Source: an optimization exercise on an open RTL-to-GDS flow (aim: small area, a short achievable clock period and few clock cycles). Production flows keep margins and buffers that such runs may drop. Function was checked by simulation only, so behaviour that the tests miss may differ from the original. Power is estimated from default activity; no workload was simulated.

### design.v
package dvl_pkg;
   localparam int DEFAULT_MAX_FRAMES = 4;
   localparam int HEADER_LEN = 6;
   localparam logic [7:0]  SYNC_BYTE_RST   = 8'h7f;
   localparam logic [7:0]  HEADER_BYTE_RST = 8'h7f;
   localparam logic [15:0] VEL_ID_RST      = 16'h0358;
   localparam logic [15:0] RANGE_ID_RST    = 16'h0458;
   localparam int CSR_IDX_W  = 3;
   localparam int CSR_DATA_W = 16;
   typedef enum logic [CSR_IDX_W-1:0] {
      CSR_SYNC_BYTE   = 3'd0,
      CSR_HEADER_BYTE = 3'd1,
      CSR_VEL_ID      = 3'd2,
      CSR_RANGE_ID    = 3'd3,
      CSR_COUNT_LO    = 3'd4,
      CSR_COUNT_HI    = 3'd5
   } csr_idx_type;
   typedef enum logic [3:0] {
      PH_SYNC    = 4'd0,
      PH_HEADER  = 4'd1,
      PH_SIZE_LO = 4'd2,
      PH_SIZE_HI = 4'd3,
      PH_SPARE   = 4'd4,
      PH_COUNT   = 4'd5,
      PH_OFFSETS = 4'd6,
      PH_WAIT    = 4'd7,
      PH_ID_LO   = 4'd8,
      PH_VEL_SB  = 4'd9,
      PH_VEL_FW  = 4'd10,
      PH_VEL_UP  = 4'd11,
      PH_RANGE   = 4'd12
   } phase_type;
   typedef struct packed {
      logic [7:0]  sync_byte;
      logic [7:0]  header_byte;
      logic [15:0] vel_id;
      logic [15:0] range_id;
   } cfg_type;
   typedef struct packed {
      logic signed [31:0] vel_starboard;
      logic signed [31:0] vel_forward;
      logic signed [31:0] vel_upward;
      logic signed [31:0] bottom_range;
      logic [31:0]        update_count;
   } result_type;
endpackage
module dvl_datagram_velocity_parser_top #(
   parameter int MAX_FRAMES = dvl_pkg::DEFAULT_MAX_FRAMES
) (
   input  logic                              clock,
   input  logic                              reset,
   input  logic                              req_valid,
   output logic                              req_stall,
   input  logic [7:0]                        req_rx_byte,
   output logic                              rsp_valid,
   input  logic                              rsp_stall,
   output logic signed [31:0]                rsp_vel_starboard,
   output logic signed [31:0]                rsp_vel_forward,
   output logic signed [31:0]                rsp_vel_upward,
   output logic signed [31:0]                rsp_bottom_range,
   output logic [31:0]                       rsp_update_count,
   input  logic                              csr_wr_en,
   input  logic [dvl_pkg::CSR_IDX_W-1:0]     csr_index,
   input  logic [dvl_pkg::CSR_DATA_W-1:0]    csr_wdata
);
   localparam int S_SYNC = 0;    
   localparam int S_HEAD = 1;    
   localparam int S_OFF  = 2;    
   localparam int S_WAIT = 3;    
   localparam int S_IDLO = 4;    
   localparam int S_VEL  = 5;    
   localparam int S_RNG  = 6;    
   logic        pv;              
   logic [7:0]  pb;              
   logic        f_sync;          
   logic        f_hdr;           
   logic        f_bad;           
   logic        f_vel;           
   logic        f_rng;           
   logic        f_z;             
   logic [6:0]  ph;
   logic [15:0] pos;
   logic [3:0]  sel;             
   logic        hit;             
   logic [3:0]  lastsel;         
   logic        done;            
   logic [3:0]  vcnt;            
   logic [7:0]  off_lo [4];      
   logic [7:0]  off_hi [4];
   logic [7:0]  vel_b [12];      
   logic [7:0]  rng_b [4];       
   logic [31:0] cnt_live;        
   logic [31:0] cnt_out;         
   logic        out_v;
   logic        fin_d;           
   logic        stall;
   logic [7:0]  cfg_sync, cfg_hdr;
   logic [15:0] cfg_vel, cfg_rng;
   logic [7:0]  b;
   logic        acc, take, fin, out_v_n;
   logic        hit_n, fwd, off_last, tbl_hi;
   logic [6:0]  ph_n;
   logic [31:0] cnt_inc, cnt_n;
   logic [7:0]  pb_rst, pb_m1, pb_hi_m1;
   logic [7:0]  cur_lo, cur_hi;
   logic [3:0]  tbl_slot;
   assign b         = req_rx_byte;
   assign req_stall = stall;
   assign acc       = req_valid & ~stall;
   assign take      = out_v & ~rsp_stall;
   assign fin       = acc & ph[S_RNG] &
                      (pv ? (vcnt[1:0] == 2'd2) : (vcnt[1:0] == 2'd3));
   always_ff @(posedge clock) begin
      if (reset) begin
         cfg_sync <= dvl_pkg::SYNC_BYTE_RST;
         cfg_hdr  <= dvl_pkg::HEADER_BYTE_RST;
         cfg_vel  <= dvl_pkg::VEL_ID_RST;
         cfg_rng  <= dvl_pkg::RANGE_ID_RST;
      end else if (csr_wr_en) begin
         case (csr_index)
            3'd0: cfg_sync <= csr_wdata[7:0];
            3'd1: cfg_hdr  <= csr_wdata[7:0];
            3'd2: cfg_vel  <= csr_wdata;
            3'd3: cfg_rng  <= csr_wdata;
            default: ;
         endcase
      end
   end
   always_ff @(posedge clock) begin
      if (reset) pv <= 1'b0;
      else       pv <= acc;
      if (acc) begin
         pb     <= b;
         f_sync <= (b == cfg_sync);
         f_hdr  <= (b == cfg_hdr);
         f_bad  <= (b == 8'd0) || (b > 8'(MAX_FRAMES));
         f_vel  <= ({pb, b} == cfg_vel);
         f_rng  <= ({pb, b} == cfg_rng);
         f_z    <= (pb == 8'd0);
      end
   end
   always_comb begin
      cur_lo = '0;
      cur_hi = '0;
      for (int s = 0; s < 4; s++) begin
         cur_lo = cur_lo | (off_lo[s] & {8{sel[s]}});
         cur_hi = cur_hi | (off_hi[s] & {8{sel[s]}});
      end
   end
   always_comb begin
      for (int s = 0; s < 4; s++) tbl_slot[s] = (pos[3:1] == 3'(s + 3));
   end
   assign tbl_hi   = pos[0];
   assign off_last = tbl_hi & |(tbl_slot & lastsel);
   assign pb_m1    = pb - 8'd1;
   assign pb_hi_m1 = f_z ? pb_m1 : pb;
   assign fwd      = ph[S_OFF] & tbl_hi & tbl_slot[0];
   assign hit_n    = fwd ? (cur_lo == 8'd7 && pb == 8'd0)
                         : (pos == {cur_hi, cur_lo});
   always_comb begin
      ph_n = '0;
      case (1'b1)
         ph[S_SYNC]: if (f_sync) ph_n[S_HEAD] = 1'b1; else ph_n[S_SYNC] = 1'b1;
         ph[S_HEAD]: begin
            if ((pos[2:0] == 3'd1 && !f_hdr) || (pos[2:0] == 3'd5 && f_bad))
               ph_n[S_SYNC] = 1'b1;
            else if (pos[2:0] == 3'd5)
               ph_n[S_OFF] = 1'b1;
            else
               ph_n[S_HEAD] = 1'b1;
         end
         ph[S_OFF]:  if (off_last) ph_n[S_WAIT] = 1'b1; else ph_n[S_OFF] = 1'b1;
         ph[S_WAIT]: begin
            if (done)     ph_n[S_SYNC] = 1'b1;
            else if (hit) ph_n[S_IDLO] = 1'b1;
            else          ph_n[S_WAIT] = 1'b1;
         end
         ph[S_IDLO]: begin
            if (f_vel)      ph_n[S_VEL]  = 1'b1;
            else if (f_rng) ph_n[S_RNG]  = 1'b1;
            else            ph_n[S_WAIT] = 1'b1;
         end
         ph[S_VEL]:  if (vcnt == 4'd11) ph_n[S_WAIT] = 1'b1; else ph_n[S_VEL] = 1'b1;
         ph[S_RNG]:  if (vcnt[1:0] == 2'd3) ph_n[S_SYNC] = 1'b1; else ph_n[S_RNG] = 1'b1;
         default:    ph_n[S_SYNC] = 1'b1;
      endcase
   end
   always_ff @(posedge clock) begin
      if (reset)   ph <= 7'(1 << S_SYNC);
      else if (pv) ph <= ph_n;
   end
   always_ff @(posedge clock) begin
      if (pv) begin
         pos <= ph[S_SYNC] ? 16'd1 : pos + 16'd1;
         if (ph[S_HEAD]) begin
            sel     <= 4'b0001;
            done    <= 1'b0;
            for (int s = 0; s < 4; s++) lastsel[s] <= (pb[2:0] == 3'(s + 1));
         end
         if (ph[S_WAIT] && !done && hit) begin
            sel  <= {sel[2:0], sel[3]};
            done <= |(sel & lastsel);
         end
         hit  <= hit_n;
         vcnt <= ph[S_IDLO] ? 4'd0 : vcnt + 4'd1;
      end
   end
   always_ff @(posedge clock) begin
      for (int s = 0; s < 4; s++) begin
         if (pv && ph[S_OFF] && tbl_slot[s] && !tbl_hi)
            off_lo[s] <= pb_m1;
         if (pv && ph[S_OFF] && tbl_slot[s] && tbl_hi)
            off_hi[s] <= pb_hi_m1;
      end
   end
   assign pb_rst = pb & {8{~reset}};
   always_ff @(posedge clock) begin
      for (int k = 0; k < 12; k++) begin
         if (reset || (pv && ph[S_VEL] && vcnt == 4'(k))) vel_b[k] <= pb_rst;
      end
      for (int k = 0; k < 4; k++) begin
         if (pv && ph[S_RNG] && vcnt[1:0] == 2'(k)) rng_b[k] <= pb;
      end
   end
   assign cnt_inc = cnt_live + 32'd1;
   always_comb begin
      cnt_n = fin ? cnt_inc : cnt_live;
      if (csr_wr_en && csr_index == 3'd4) cnt_n[15:0]  = csr_wdata;
      if (csr_wr_en && csr_index == 3'd5) cnt_n[31:16] = csr_wdata;
   end
   always_ff @(posedge clock) begin
      if (reset) cnt_live <= '0;
      else       cnt_live <= cnt_n;
      if (fin) cnt_out <= cnt_inc;
   end
   assign out_v_n = (pv & ph[S_RNG] & (vcnt[1:0] == 2'd3)) | (out_v & ~take);
   always_ff @(posedge clock) begin
      if (reset) begin
         out_v <= 1'b0;
         stall <= 1'b0;
      end else begin
         out_v <= out_v_n;
         stall <= out_v_n & (ph[S_IDLO] | ph[S_VEL] |
                             (ph[S_RNG] & ~(pv & vcnt[1:0] == 2'd3)) |
                             (ph[S_WAIT] & hit & ~done & pv));
      end
   end
   assign rsp_valid         = out_v;
   assign rsp_vel_starboard = {vel_b[3], vel_b[2], vel_b[1], vel_b[0]};
   assign rsp_vel_forward   = {vel_b[7], vel_b[6], vel_b[5], vel_b[4]};
   assign rsp_vel_upward    = {vel_b[11], vel_b[10], vel_b[9], vel_b[8]};
   assign rsp_bottom_range  = {rng_b[3], rng_b[2], rng_b[1], rng_b[0]};
   assign rsp_update_count  = cnt_out;
endmodule
### flow/run.sh
#!/bin/bash
# The standard layout, with clock tree synthesis told not to add dummy
# loads to the clock tree (same clustering as config.mk sets), and every
# port buffered with buf_2 instead of the cell buffer_ports picks itself.
set -euo pipefail
export CTS_ARGS="-sink_clustering_enable -repair_clock_nets -sink_clustering_size 30 -sink_clustering_max_diameter 150 -dont_use_dummy_load"
export BUFFER_PORTS_ARGS="-buffer_cell sky130_fd_sc_hd__buf_2"
bash ./standard.sh > standard.log 2>&1
### standard.sh
#!/bin/bash
# synth_recipe.tcl (not shown) runs the flow's synth.tcl, then flattens the netlist and writes it again
# the make line also repeats each setting of config.mk as NAME=value (left out here)
make -C /OpenROAD-flow-scripts/flow DESIGN_CONFIG=/design/flow/config.mk WORK_HOME=/design/flow/orfs CLKGATE_MAP_FILE= SYNTH_SCRIPT=/design/flow/synth_recipe.tcl "${@:-finish}"
### config.mk
export PLATFORM = sky130hd
export DESIGN_NAME = dvl_datagram_velocity_parser_top
export DESIGN_NICKNAME = dvl_datagram_velocity_parser_top
export VERILOG_FILES = /design/flow/design.v
export SDC_FILE = /design/flow/constraint.sdc
export NUM_CORES = 4
export LEC_CHECK = 0
export ABC_AREA = 1
export CAP_MARGIN = 20
export CORE_MARGIN = 2
export CORE_UTILIZATION = 40
export CTS_CLUSTER_DIAMETER = 150
export CTS_CLUSTER_SIZE = 30
export SETUP_SLACK_MARGIN = 2.5
export SLEW_MARGIN = 20
### constraint.sdc
create_clock -name core_clock -period 4.5 [get_ports {clock}]
set_input_delay 0.9000 -clock core_clock [delete_from_list [all_inputs] [get_ports {clock}]]
set_output_delay 0.9000 -clock core_clock [all_outputs]
set_load 0.01 [all_outputs]
==> impl_metrics.env, run 1 <==
export IMPL_maxSlewViolCount=0
export IMPL_p_sw_share_pct=22.7
export IMPL_pwr_share_clk_pct=27.6
export IMPL_synthCells=1475
export IMPL_skew_ns=0.0264
export IMPL_ys_warn_count=5
export IMPL_top_usage_layer="met2"
export IMPL_placed_cells=2138
export IMPL_p_int_mw=4.37
export IMPL_yosysSeqAreaShare_pct=64.8
export IMPL_die_area_um2=39600
export IMPL_tns_ns=0
export IMPL_worstPathRequired_ns=3.60
export IMPL_clk_pin_slew_worst_paths_ns=0.11
export IMPL_met1_usage_pct=27.3
export IMPL_power_frac_seq_pct=65.3
export IMPL_r2r_slack_ns=2.55
export IMPL_cts_hold_buf=0
export IMPL_grt_first_pass_wirelength_mm=60.1
export IMPL_synthXorXnorAreaFrac_pct=3.94
export IMPL_critPathTopFamily="flip-flops"
export IMPL_grt_pass1_vias=10200
export IMPL_cp_cell_sequence="buf_2"
export IMPL_slowest_stage="edfxtp_1"
export IMPL_worst_pin_slew_ns=1.08
export IMPL_pwr_share_comb_pct=7.1
export IMPL_irDropWorstVdd_mv=0.198
export IMPL_holdCritStartpoint="stall$_SDFF_PP0_"
export IMPL_avgViaCountPerCell=5.00
export IMPL_drt_initial_drc_count=699
export IMPL_fp_dieH_um=199
export IMPL_initial_utilization_pct=40.5
export IMPL_synth_simple_gate_area_share_pct=20.5
export IMPL_hpwl_mm=28.5
export IMPL_gr_usage_met2_pct=34.0
export IMPL_path_class="reg2out"
export IMPL_stdcell_area_um2=17600
export IMPL_synth_avg_cell_area_um2=10.3
export IMPL_holdPathEnd="pv$_SDFF_PP0_"
export IMPL_final_util_pct=46.9
export IMPL_instances_no_fill=2193
export IMPL_cts_tree="built"
export IMPL_netlist_top_cell_by_area="edfxtp_1"
export IMPL_p_sw_mw=1.28
export IMPL_pin_count=194
export IMPL_fin_crit_sh_pct=44.1
export IMPL_cp_max_fo=1
export IMPL_final_cell_mix="388 x nand2_1, 268 x edfxtp_1, 191 x buf_2"
export IMPL_worstHoldPathCells=1
export IMPL_wire_per_inst_um=18.4
export IMPL_area_delta_synth_final_pct=15.9
export IMPL_reg2reg_from="pv$_SDFF_PP0_"
export IMPL_slowest_delay_ns=0.41
export IMPL_track_usage_pct=20.0
export IMPL_synth_edf_count=268
export IMPL_start_kind="flop"
export IMPL_htree_num_levels=1
export IMPL_clock_root_buffer="clkbuf_16"
export IMPL_synth_compound_area_share_pct=5.45
export IMPL_syn_nets=1519
export IMPL_placed_area_um2=16700
export IMPL_relSlewSlack_pct=27.6
export IMPL_p_per_area_nw_per_um2=321
export IMPL_fmax_mhz=504
export IMPL_rows=71
export IMPL_hold_viol=0
export IMPL_status="complete, no violations"
export IMPL_critPathBufInv=1
export IMPL_antenna_left=0
export IMPL_ys_ff_latch=358
export IMPL_fin_crit_ns=1.98
export IMPL_synth_mux_area_share_pct=0
export IMPL_maxCapViolCount=0
export IMPL_synth_cell_types=43
export IMPL_cp_end_kind="output port"
export IMPL_cts_buffer_depth=3
export IMPL_die_w_um=199
export IMPL_hold_path_class="reg2reg"
export IMPL_grt_ovfl_total=0
export IMPL_cts_buffers=15
export IMPL_drtPass1Iterations=5
export IMPL_portBuffers=193
export IMPL_vias=11000
export IMPL_grt_antenna_before_repair=1
export IMPL_worst_skew_pair_late_latency_ns=0.51
export IMPL_syn_cell_area_um2=15200
export IMPL_rsz0062_at_grt="true"
export IMPL_synthArstFlopShare_pct=0
export IMPL_core_area_um2=37600
export IMPL_cp_arrival_ns=1.08
export IMPL_clock_sinks=358
export IMPL_synthTopCellsByArea="edfxtp_1 53%, dfxtp_1 12%, nand2_1 9.6%"
export IMPL_place_congestion=0.882
export IMPL_setup_viol_count_final=0
export IMPL_synth_fa_ha_area_share_pct=0.987
export IMPL_nNetsFinal=1727
export IMPL_synth_top_family_by_area="simple AND/OR/NAND/NOR gates"
export IMPL_reg2reg_depth=5
export IMPL_grt_max_degree=61
export IMPL_use_met3_pct=2.15
export IMPL_final_common_cell="nand2_1"
export IMPL_wirelength_mm=40.4
export IMPL_p_leak_nw=6.88
export IMPL_synthFlopType="edfxtp_1"
export IMPL_reg2reg_to="off_hi[3][2]$_DFFE_PP_"
export IMPL_drcViolationCount=0
export IMPL_drive_above_1_share_pct=20.8
export IMPL_synth_top_area_share_pct=52.9
==> cell type report <==
type                    count  area, um^2
multi-input cells         959        4880
repair buffers            233        1410
flip-flops and latches    358        9860
diodes                      1        2.50
repair inverters            1        7.51
well taps                 511         639
inverters                 115         454
clock buffers              15         375
fillers                  3483       20000
==> metrics by stage <==
| stage | worst slack, ns | power, mW | hold WS, ns |
|---|---|---|---|
| 4_1_cts | 2.48 | 5.68 | 0.458 |
| 6_report | 2.52 | 5.66 | 0.450 |
| 3_3_place_gp | 1.27 | 4.14 | 0.458 |
| 2_1_floorplan | 2.12 | 3.97 | 0.443 |
| 3_5_place_dp | 1.22 | 4.15 | 0.466 |
| 5_1_grt | 2.43 | 5.85 | 0.475 |
==> logic make-up (layout without fill, tap and decap cells) <==
logic type / Yosys count / in the layout
flops: 358 / 358
simple gates: 727 / 728
buf+inv: 159 / 364
xor+xnor: 65 / 65
other cells: 0 / 1
compound gates: 154 / 154
fa+ha+maj: 12 / 12
==> routing by layer <==
| metal | vias up | wire length (um) | share of wire, % |
|---|---|---|---|
| li1 | 5298 | - | - |
| met1 | 5302 | 17100 | 42 |
| met2 | 320 | 20400 | 50 |
| met3 | 47 | 2130 | 5.3 |
| met4 | 0 | 799 | 2.0 |
| met5 | - | 0 | 0 |
==> power groups by stage <==
stage | sequential (mW) | clock (mW) | combinational [mW]
floorplan | 3.78 | 0 | 0.188
global placement | 3.78 | 0 | 0.364
detailed placement | 3.78 | 0 | 0.368
CTS | 3.70 | 1.60 | 0.386
global route | 3.70 | 1.71 | 0.443
finish | 3.69 | 1.56 | 0.403
==> repair_timing <==
item,in CTS,in global routing
setup buffers,14,23
pin swaps,3,2
gates resized for setup,24,18
endpoints found under the setup margin,383,177
gates cloned,2,0
==> state kept, by name (all words and copies together) (netlist names), 8 cells and up <==
signal / count
cfg_hdr: 8
cfg_rng: 16
cfg_sync: 8
cfg_vel: 16
cnt_live: 32
cnt_out: 32
off_hi: 32
off_lo: 32
pb: 8
pos: 16
rng_b: 32
vel_b: 96
==> Yosys cell counts, types with 6 or more instances <==
library cell and count:
nor4_1 6, o21ai_0 81, dfxtp_1 90, nand4_1 17, xnor2_1 34, xor2_1 27
or2_2 11, a31oi_1 11, nor2_1 183, nor3_1 16, nand2_1 389, edfxtp_1 268
nand2_2 11, buf_2 15, ha_1 12, a21oi_1 44, inv_1 112, nand3_1 66
clkbuf_1 20, nor2_4 6, nor2_2 13
==> how the worst max path moves through the flow <==
| stage | end | slack (ns) | cells after the start | from |
|---|---|---|---|---|
| 6_report | rsp_update_count[16] | 2.52 | 1 | cnt_out[16]$_DFFE_PP_ |
| 5_1_grt | off_hi[3][6]$_DFFE_PP_ | 2.43 | 6 | pb[1]$_DFFE_PP_ |
| 4_1_cts | off_hi[3][6]$_DFFE_PP_ | 2.48 | 6 | pb[0]$_DFFE_PP_ |
| 3_5_place_dp | cnt_out[24]$_DFFE_PP_ | 1.22 | 5 | req_valid |
| 3_3_place_gp | cnt_out[24]$_DFFE_PP_ | 1.27 | 5 | req_valid |
| 2_1_floorplan | cnt_out[0]$_DFFE_PP_ | 2.12 | 6 | req_valid |
Testbench counts, summed over its fixed seeds: cycles 48,874.
==> inputs of run 2 (changes only) <==
==> flow/run.sh (replaced) <==
#!/bin/bash
# The standard layout, with clock tree synthesis told not to add dummy
# loads to the clock tree (same clustering as config.mk sets), and every
# port buffered with buf_2 instead of the cell buffer_ports picks itself.
set -euo pipefail
export CTS_ARGS="-sink_clustering_enable -repair_clock_nets -sink_clustering_size 25 -sink_clustering_max_diameter 150 -dont_use_dummy_load"
export BUFFER_PORTS_ARGS="-buffer_cell sky130_fd_sc_hd__buf_2"
bash ./standard.sh > standard.log 2>&1
--- a/config.mk
+++ b/config.mk
@@ -9,7 +9,7 @@
 export CAP_MARGIN = 20
 export CORE_MARGIN = 2
-export CORE_UTILIZATION = 40
+export CORE_UTILIZATION = 55
 export CTS_CLUSTER_DIAMETER = 150
-export CTS_CLUSTER_SIZE = 30
+export CTS_CLUSTER_SIZE = 25
 export SETUP_SLACK_MARGIN = 2.5
 export SLEW_MARGIN = 20
==> run 2 against run 1 <==
Against the previous run: clock-buffer cell count is 3 higher; largest power group unchanged; critical path type unchanged; die area fell by 27%; maximum frequency decreased by 1.9%; clock power rose by 8%; critical path depth unchanged; design area down 0.96%; global-route usage is 5.8 points higher.
==> impl_metrics.env, run 2 <==
export IMPL_grt_antenna_before_repair=0
export IMPL_synth_top_area_share_pct=52.9
export IMPL_syn_nets=1519
export IMPL_maxCapViolCount=0
export IMPL_fp_dieH_um=170
export IMPL_pin_count=194
export IMPL_fin_crit_ns=2.02
export IMPL_drtPass1Iterations=4
export IMPL_setup_viol_count_final=0
export IMPL_reg2reg_to="off_hi[2][3]$_DFFE_PP_"
export IMPL_hold_path_class="reg2reg"
export IMPL_critPathTopFamily="flip-flops"
export IMPL_worst_pin_slew_ns=1.04
export IMPL_synth_most_common_cell="nand2_1"
export IMPL_reg2reg_from="pb[0]$_DFFE_PP_"
export IMPL_cp_cell_sequence="buf_2"
export IMPL_wirelength_mm=38.3
export IMPL_skew_ns=0.0534
export IMPL_cts_tree="built"
export IMPL_rsz0062_at_grt="true"
export IMPL_status="complete, no violations"
export IMPL_relSlewSlack_pct=30.3
export IMPL_ys_ff_latch=358
export IMPL_grt_first_pass_wirelength_mm=57.2
export IMPL_wire_per_inst_um=18.9
export IMPL_fin_crit_sh_pct=44.9
export IMPL_core_area_um2=27000
export IMPL_slowest_delay_ns=0.45
export IMPL_drt_initial_drc_count=829
export IMPL_yosysSeqAreaShare_pct=64.8
export IMPL_die_area_um2=29000
export IMPL_avgViaCountPerCell=5.41
export IMPL_synth_edf_count=268
export IMPL_stdcell_area_um2=17500
export IMPL_placed_cells=1969
export IMPL_antenna_cells=0
export IMPL_synthArstFlopShare_pct=0
export IMPL_start_kind="flop"
export IMPL_final_cell_mix="389 x nand2_1, 268 x edfxtp_1, 192 x buf_2"
export IMPL_synth_commonest_cells="389 x nand2_1, 268 x edfxtp_1, 183 x nor2_1, 112 x inv_1, 90 x dfxtp_1"
export IMPL_cp_arrival_ns=1.12
export IMPL_regMostFlops="vel_b"
export IMPL_irDropWorstVdd_mv=0.220
export IMPL_drive_above_1_share_pct=21.0
export IMPL_r2r_slack_ns=2.55
export IMPL_holdCritStartpoint="stall$_SDFF_PP0_"
export IMPL_reg2reg_depth=5
export IMPL_synth_cell_types=43
export IMPL_synthFlopType="edfxtp_1"
export IMPL_p_leak_nw=6.91
export IMPL_antenna_left=0
export IMPL_track_usage_pct=25.8
export IMPL_worstPathRequired_ns=3.60
export IMPL_die_w_um=170
export IMPL_synth_avg_cell_area_um2=10.3
export IMPL_drcViolationCount=0
export IMPL_hpwl_mm=26.4
export IMPL_hold_viol=0
export IMPL_clock_root_buffer="clkbuf_16"
export IMPL_nNetsFinal=1729
export IMPL_clk_pin_slew_worst_paths_ns=0.10
export IMPL_syn_cell_area_um2=15200
export IMPL_holdPathEnd="pv$_SDFF_PP0_"
export IMPL_instances_no_fill=2024
export IMPL_initial_utilization_pct=56.3
export IMPL_grt_ovfl_total=0
export IMPL_area_delta_synth_final_pct=14.8
export IMPL_htree_num_levels=1
export IMPL_rows=60
export IMPL_maxSlewViolCount=0
export IMPL_cp_end_kind="output port"
export IMPL_fmax_mhz=495
export IMPL_cts_buffers=18
export IMPL_grt_max_degree=49
export IMPL_ys_warn_count=5
export IMPL_p_per_area_nw_per_um2=331
export IMPL_largest_register_ffs=96
export IMPL_netlist_top_cell_by_area="edfxtp_1"
export IMPL_final_util_pct=64.6
export IMPL_critPathBufInv=1
export IMPL_slowest_stage="edfxtp_1"
export IMPL_tns_ns=0
export IMPL_cts_buffer_depth=3
export IMPL_vias=11000
export IMPL_place_congestion=0.874
export IMPL_worst_skew_pair_late_latency_ns=0.52
export IMPL_final_common_cell="nand2_1"
export IMPL_portBuffers=193
export IMPL_worstHoldPathCells=1
export IMPL_cp_max_fo=1
export IMPL_synthTopCellsByArea="edfxtp_1 53%, dfxtp_1 12%, nand2_1 9.6%"
export IMPL_clock_sinks=358
export IMPL_synthCells=1475
export IMPL_grt_pass1_vias=10200
export IMPL_path_class="reg2out"
export IMPL_placed_area_um2=16500
==> run 2: what timing repair did <==
action / CTS / global route
endpoints found under the setup margin: 352 / 199
resized for setup: 15 / 27
hold buffers: 0 / 0
buffers inserted: 12 / 22
pin swaps: 1 / 5
cloned: 1 / 2
==> run 2: metrics by stage <==
stage,hold WS (ns),setup WS (ns),power [mW]
2_1_floorplan,0.443,2.12,3.97
3_5_place_dp,0.464,1.71,4.14
6_report,0.468,2.48,5.78
4_1_cts,0.469,2.42,5.79
5_1_grt,0.488,2.45,5.95
3_3_place_gp,0.459,1.78,4.14
==> run 2: routing by layer <==
| layer | GRT usage [%] | wire, um | up-vias | part of all wire (%) |
|---|---|---|---|---|
| li1 | - | - | 5304 | - |
| met1 | 35.8 | 16600 | 5229 | 43 |
| met2 | 43.0 | 18300 | 353 | 48 |
| met3 | 2.65 | 2060 | 71 | 5.4 |
| met4 | 8.77 | 1290 | 0 | 3.4 |
| met5 | 0 | 0 | - | 0 |
==> run 2: how the worst max path moves through the flow <==
stage | start | to | slack (ns) | depth (start not counted)
5_1_grt | cnt_out[0]$_DFFE_PP_ | rsp_update_count[0] | 2.45 | 1
4_1_cts | pv$_SDFF_PP0_ | off_lo[0][1]$_DFFE_PP_ | 2.42 | 5
2_1_floorplan | req_valid | cnt_out[0]$_DFFE_PP_ | 2.12 | 6
3_5_place_dp | req_valid | cnt_out[24]$_DFFE_PP_ | 1.71 | 6
3_3_place_gp | req_valid | cnt_out[20]$_DFFE_PP_ | 1.78 | 6
6_report | cnt_out[0]$_DFFE_PP_ | rsp_update_count[0] | 2.48 | 1
==> run 2: kinds of logic after synthesis <==
group / count (synthesis) / share of synthesized area, %
adder cells (fa/ha/maj): 12 / 0.987
AND/OR/NAND/NOR: 727 / 20.5
XOR/XNOR: 65 / 3.94
buffers and inverters: 159 / 4.37
AO/OA/AOI/OAI: 154 / 5.45
flip-flops: 358 / 64.8
==> run 2: power by group <==
group / total, mW / switching [mW] / leakage [nW] / internal (mW)
clock network: 1.69 / 0.968 / 0.222 / 0.720
registers: 3.69 / 0.0538 / 3.29 / 3.64
logic: 0.397 / 0.270 / 3.39 / 0.127
==> run 2: layout make-up <==
class                           instances  area [um^2]
Clock buffer                           18          450
Fill cell                            2219         9570
Inverter                              115          459
Multi-Input combinational cell        959         4890
Sequential cell                       358         9850
Tap cell                              341          427
Timing Repair Buffer                  232         1370
Timing Repair inverter                  1         7.51
==> inputs of run 3 (changes only) <==
--- a/config.mk
+++ b/config.mk
@@ -9,5 +9,5 @@
 export CAP_MARGIN = 20
 export CORE_MARGIN = 2
-export CORE_UTILIZATION = 55
+export CORE_UTILIZATION = 40
 export CTS_CLUSTER_DIAMETER = 150
 export CTS_CLUSTER_SIZE = 25
==> run 3 against run 2 <==
Against the previous run: global-route usage down 5.7 points; synthesized area unchanged; clock skew up 0.029 ns; register-to-register slack better by 0.04 ns; clock-buffer cell count unchanged; sequential share of layout area down 1.1 points; core utilization down 17 points; sequential cell count unchanged; total power up 0.62%; design area up 2.0%; maximum frequency up 0.91%; critical endpoint is now rsp_vel_forward[15]; largest power group unchanged.
==> impl_metrics.env, run 3 <==
export IMPL_yosysSeqAreaShare_pct=64.8
export IMPL_synthArstFlopShare_pct=0
export IMPL_avgViaCountPerCell=5.04
export IMPL_fin_crit_ns=2.00
export IMPL_nNetsFinal=1740
export IMPL_cts_buffers=18
export IMPL_synth_cell_types=43
export IMPL_vias=11100
export IMPL_hold_path_class="reg2reg"
export IMPL_core_area_um2=37600
export IMPL_synthXorXnorAreaFrac_pct=3.94
export IMPL_cp_end_kind="output port"
export IMPL_fp_dieH_um=199
export IMPL_syn_nets=1519
export IMPL_rsz0062_at_grt="true"
export IMPL_slowest_delay_ns=0.41
export IMPL_maxCapViolCount=0
export IMPL_ys_ff_latch=358
export IMPL_tns_ns=0
export IMPL_setup_viol_count_final=0
export IMPL_final_util_pct=47.4
export IMPL_antenna_left=0
export IMPL_placed_area_um2=16700
export IMPL_largest_register_ffs=96
export IMPL_final_cell_mix="389 x nand2_1, 268 x edfxtp_1, 191 x buf_2"
export IMPL_grt_pass1_vias=10300
export IMPL_maxSlewViolCount=0
export IMPL_stdcell_area_um2=17800
export IMPL_synth_simple_gate_area_share_pct=20.5
export IMPL_wirelength_mm=40.9
export IMPL_relSlewSlack_pct=28.9
export IMPL_synthCells=1475
export IMPL_worst_skew_pair_late_latency_ns=0.54
export IMPL_placed_cells=2138
export IMPL_synth_avg_cell_area_um2=10.3
export IMPL_drt_initial_drc_count=712
export IMPL_synthTopCellsByArea="edfxtp_1 53%, dfxtp_1 12%, nand2_1 9.6%"
export IMPL_synth_top_family_by_area="simple AND/OR/NAND/NOR gates"
export IMPL_final_common_cell="nand2_1"
export IMPL_cts_buffer_depth=3
export IMPL_grt_max_degree=61
export IMPL_place_congestion=0.882
export IMPL_syn_cell_area_um2=15200
export IMPL_slowest_stage="edfxtp_1"
export IMPL_drtPass1Iterations=5
export IMPL_track_usage_pct=20.1
export IMPL_area_delta_synth_final_pct=17.1
export IMPL_cp_cell_sequence="buf_2"
export IMPL_synthFlopType="edfxtp_1"
export IMPL_fmax_mhz=499
export IMPL_clock_sinks=358
export IMPL_fin_crit_sh_pct=44.5
export IMPL_p_per_area_nw_per_um2=327
export IMPL_synth_top_area_share_pct=52.9
export IMPL_synth_compound_area_share_pct=5.45
export IMPL_p_leak_nw=6.96
export IMPL_worstPathRequired_ns=3.60
export IMPL_pin_count=194
export IMPL_path_class="reg2out"
export IMPL_reg2reg_depth=6
export IMPL_clk_pin_slew_worst_paths_ns=0.10
export IMPL_die_w_um=199
export IMPL_die_area_um2=39600
export IMPL_critPathBufInv=1
export IMPL_irDropWorstVdd_mv=0.181
export IMPL_htree_num_levels=1
export IMPL_clock_root_buffer="clkbuf_16"
export IMPL_cts_hold_buf=0
export IMPL_regMostFlops="vel_b"
export IMPL_grt_ovfl_total=0
export IMPL_cp_max_fo=1
export IMPL_synth_fa_ha_area_share_pct=0.987
export IMPL_ys_warn_count=5
export IMPL_synth_most_common_cell="nand2_1"
export IMPL_synth_edf_count=268
export IMPL_worst_pin_slew_ns=1.06
export IMPL_cp_arrival_ns=1.10
export IMPL_skew_ns=0.0823
export IMPL_hpwl_mm=28.5
export IMPL_portBuffers=193
export IMPL_cts_tree="built"
export IMPL_instances_no_fill=2206
export IMPL_netlist_top_cell_by_area="edfxtp_1"
export IMPL_critPathTopFamily="flip-flops"
export IMPL_synth_mux_area_share_pct=0
export IMPL_rows=71
export IMPL_start_kind="flop"
export IMPL_worstHoldPathCells=1
export IMPL_hold_viol=0
export IMPL_fin_ws_ns=2.50
export IMPL_grt_antenna_before_repair=1
export IMPL_path_depth=1
export IMPL_synth_commonest_cells="389 x nand2_1, 268 x edfxtp_1, 183 x nor2_1, 112 x inv_1, 90 x dfxtp_1"
export IMPL_status="complete, no violations"
export IMPL_wire_per_inst_um=18.6
export IMPL_place_ws_ns=1.22
export IMPL_drcViolationCount=0
export IMPL_grt_first_pass_wirelength_mm=60.3
export IMPL_initial_utilization_pct=40.5
export IMPL_drive_above_1_share_pct=21.6
run 3: cell counts after synthesis:
Identical to the previous run, type by type.
run 3: cells by family after synthesis:
group / count (synthesis)
and+or+nand+nor: 727
DFF: 358
buffers and inverters: 159
AOI/OAI and AO/OA: 154
xor gates and xnor gates: 65
adders and majority gates: 12
run 3: area by class of cell:
cell class	instances	area [um^2]
clock buffers	18	450
fillers	3460	19800
well taps	511	639
multi-input cells	961	4930
inverters	115	454
flip-flops and latches	358	9850
diodes	1	2.50
repair buffers	241	1460
repair inverters	1	7.51
run 3: metrics by stage:
stage               total power, mW  hold WS (ns)
floorplan                      3.97         0.443
global placement               4.14         0.458
detailed placement             4.15         0.466
CTS                            5.83         0.457
global route                   6.01         0.480
finish                         5.81         0.452
run 3: layer usage:
layer	wire, um	part of all wire, %	track usage [%]	vias up
li1	-	-	-	5350
met1	17600	43	27.1	5383
met2	20400	50	34.1	326
met3	2010	4.9	2.36	59
met4	885	2.2	6.14	0
met5	0	0	0	-
run 3: what timing repair did:
action / CTS / global route
setup buffers: 14 / 30
setup endpoints to repair: 364 / 262
pin swaps: 3 / 5
resized for setup: 23 / 26
gates cloned: 3 / 2
hold endpoints to repair: 0 / 0
run 3: power by group:
| part | leakage, nW | switching (mW) | total [mW] | internal (mW) |
|---|---|---|---|---|
| logic | 3.45 | 0.278 | 0.410 | 0.132 |
| registers | 3.29 | 0.0536 | 3.69 | 3.64 |
| clock network | 0.222 | 0.991 | 1.71 | 0.720 |
run 3: worst paths after layout:
| check | slack [ns] | endpoint | startpoint |
|---|---|---|---|
| hold reg to reg | 0.45 | pv$_SDFF_PP0_ | stall$_SDFF_PP0_ |
| setup reg to reg | 2.59 | off_hi[0][6]$_DFFE_PP_ | pb[1]$_DFFE_PP_ |
| hold / removal | 0.45 | pv$_SDFF_PP0_ | stall$_SDFF_PP0_ |
| setup / recovery | 2.50 | rsp_vel_forward[15] | vel_b[5][7]$_DFFE_PP_ |

## re-timing with driven ports
Ports are ideal in the flow. The routed layouts listed here were re-timed in OpenROAD. Step 1 (the two cells are an assumption about what drives the block):
set clk [get_ports {clock}]
set_driving_cell -lib_cell sky130_fd_sc_hd__clkbuf_16 $clk
set_driving_cell -lib_cell sky130_fd_sc_hd__buf_2 [delete_from_list [all_inputs] $clk]
Step 2 also shifts input and output timing later by t, the mid clock arrival at the registers, as if the neighbouring blocks saw the same clock. a / b / c = ideal ports / drivers / drivers and shift; a / b = the first two.
run | t, ns | setup WS [ns] | hold WS [ns] | worst register clock-pin slew, ns
run 1 | 0.553 | 2.516 / 2.464 / 2.075 | 0.450 / 0.450 / 0.450 | 0.12 / 0.12
run 2 | 0.548 | 2.478 / 2.427 / 2.044 | 0.468 / 0.468 / 0.468 | 0.10 / 0.10
run 3 | 0.552 | 2.496 / 2.442 / 2.018 | 0.452 / 0.452 / 0.452 | 0.11 / 0.11
After both steps setup and hold are still met in every run listed. The setup slack of run 3, which loses most, moves by -0.054 ns with the drivers and by -0.478 ns with both steps.
